What follows belongs to an exercise in optimizing a design on an open flow for small area; a production flow would make more cautious choices. Function was checked by simulation only, so behaviour that the tests miss may differ from the original. The clock port is modelled as an ideal driver; clocking choices that lean on that would not hold on a real chip.

Setup of run A:
## key_schedule
module key_schedule
(
  input  logic         clk_in,
  input  logic         rst_in,
  input  logic         start_in,
  input  logic [127:0] key_in,
  output logic         busy_out,
  output logic         rk_valid_out,
  input  logic         rk_ready_in,
  output logic [3:0]   rk_round_out,
  output logic [127:0] rk_out,
  output logic         done_out,
  input  logic [3:0]   rd_addr_in,
  output logic [127:0] rd_data_out
);
export LEC_CHECK = 0
export CAP_MARGIN = 20
export CORE_MARGIN = 2
export CORE_UTILIZATION = 65
export SLEW_MARGIN = 20
export SYNTH_HIERARCHICAL = 1
export SYNTH_MINIMUM_KEEP_SIZE = 0
create_clock -name core_clock -period 6.5 [get_ports {clk_in}]
standard.sh (not shown) runs the stock make flow with config.mk's settings and CLKGATE_MAP_FILE= SYNTH_SCRIPT=/design/flow/synth_recipe.tcl, a recipe that flattens the netlist after the stock synthesis.
==> flow/flow/run.sh <==
#!/bin/bash
# The standard layout (standard.sh), with two changes:
#  - port buffers are sky130_fd_sc_hd__buf_1 (the standard flow picks a larger
#    delay cell); every input and output port still gets its buffer;
#  - CTS uses clkbuf_16 with sink clusters of up to 32 registers and inserts no
#    dummy loads.
# ORFS writes each step's full log under orfs/logs/; make's own output goes to
# flow.log here.
set -uo pipefail
export BUFFER_PORTS_ARGS="-buffer_cell sky130_fd_sc_hd__buf_1"
export CTS_ARGS="-sink_clustering_enable -repair_clock_nets -dont_use_dummy_load -buf_list sky130_fd_sc_hd__clkbuf_16 -sink_clustering_size 32 -sink_clustering_max_diameter 80"
bash standard.sh > flow.log 2>&1
Both conditions hold for run A: the flow ran to the end and the final layout passed the timing, design-rule and antenna checks.
[inputs] run B vs run A
- swapping 65 for 40 in CORE_UTILIZATION
==> flow/flow/run.sh <==
#!/bin/bash
# The standard layout (standard.sh), with two changes:
#  - port buffers are sky130_fd_sc_hd__buf_1 (the standard flow picks a larger
#    delay cell); every input and output port still gets its buffer;
#  - CTS uses clkbuf_16 with sink clusters of up to 28 registers and inserts no
#    dummy loads.
# ORFS writes each step's full log under orfs/logs/; make's own output goes to
# flow.log here.
set -uo pipefail
export BUFFER_PORTS_ARGS="-buffer_cell sky130_fd_sc_hd__buf_1"
export CTS_ARGS="-sink_clustering_enable -repair_clock_nets -dont_use_dummy_load -buf_list sky130_fd_sc_hd__clkbuf_16 -sink_clustering_size 28 -sink_clustering_max_diameter 70"
bash standard.sh > flow.log 2>&1
==> results.txt <==
Side by side, area occupied by multi-input gates turned out higher in run B than in run A.
Against run A as the reference, run B delivers a higher relative area of non-clock buffer cells in the final design.
Final core utilization delta for run B relative to run A: 26 points lower
Per the comparison of run B with run A, global-route wire length before repair climbed about 3%; area growth from synthesis to layout went up by 4.3 points; largest clock skew in the final design increased by 55 ps relative to the old numbers.
Input changes introduced in run C (baseline for comparison: run B):
- a change of CORE_UTILIZATION from 40 to 60
[summary]
Comparing final critical delay including setup and external delays for run C and run B, the bigger number came from run C.
Via count in run C is 1.1% higher than in run B
Compared to run B, run C has overall routing resource usage 10 points higher.
Run C reports a lower number of rows created at floorplan than run B does.
Highest-delay cell along the critical path: dfxtp_2 -> run C, dfxtp_1 -> run B
Summary of run C over run B: sequential cell area saw little to no change; utilization +21 points; per-cell via count in the routed design moved up.
Run C against run B: area of the multi-input gates fell about 0.4%, sequential share of layout area climbed 1.9 points.
Inputs modified between run C and run D:
- a change of CORE_UTILIZATION from 60 to 65
- a change of SLEW_MARGIN from 20 to 5
- a change of CAP_MARGIN from 20 to 5
Notes after the runs:
Final instance area: run D vs run C down about 0.5%
Taking run C as the reference, in run D worst clock skew went up by 25 ps, reported max-cap violation count level.
Compared with run C, CTS buffer count in run D decreased by a few percent.
Per the comparison of run D with run C, tightest hold margin fell by 14 ps, met3 usage in global routing stayed essentially flat.
Going from run C to run D, the non-clock buffer count was found to have gone down by 0.95%.
From run C to run D the numbers moved as follows: clock insertion delay at the later pin of the skew report lost 20 ps, number of I/O pins flat, layout-stage area growth over the synthesis result dropped 0.56 points.

## afterwards: timing with drivers on the ports
In the flow no input, the clock included, has a driving cell. The finished layouts below were timed again as built, in two steps. Step 1 (the two cells are an assumption about what drives the block):
set clk [get_ports {clk_in}]
set_driving_cell -lib_cell sky130_fd_sc_hd__clkbuf_16 $clk
set_driving_cell -lib_cell sky130_fd_sc_hd__buf_2 [delete_from_list [all_inputs] $clk]
Step 2 also shifts input and output timing later by t, the mid clock arrival at the registers, as if the neighbouring blocks saw the same clock. Three values: no drivers, after step 1, after step 2; two values: the first two.
| run | shift t [ns] | setup slack, ns | hold slack, ns | clock arrival spread, ns | worst register clock-pin slew, ns |
|---|---|---|---|---|---|
| run A | 0.727 | 0.243 / 0.243 / 0.243 | 0.572 / 0.572 / 0.572 | 0.047 / 0.046 | 0.12 / 0.12 |
| run B | 0.784 | 0.429 / 0.429 / 0.429 | 0.575 / 0.575 / 0.575 | 0.101 / 0.101 | 0.11 / 0.11 |
| run C | 0.725 | 0.337 / 0.337 / 0.337 | 0.580 / 0.580 / 0.580 | 0.058 / 0.058 | 0.11 / 0.11 |
| run D | 0.699 | 0.255 / 0.255 / 0.255 | 0.565 / 0.565 / 0.565 | 0.081 / 0.081 | 0.11 / 0.11 |
After both steps every run listed still meets setup and hold.
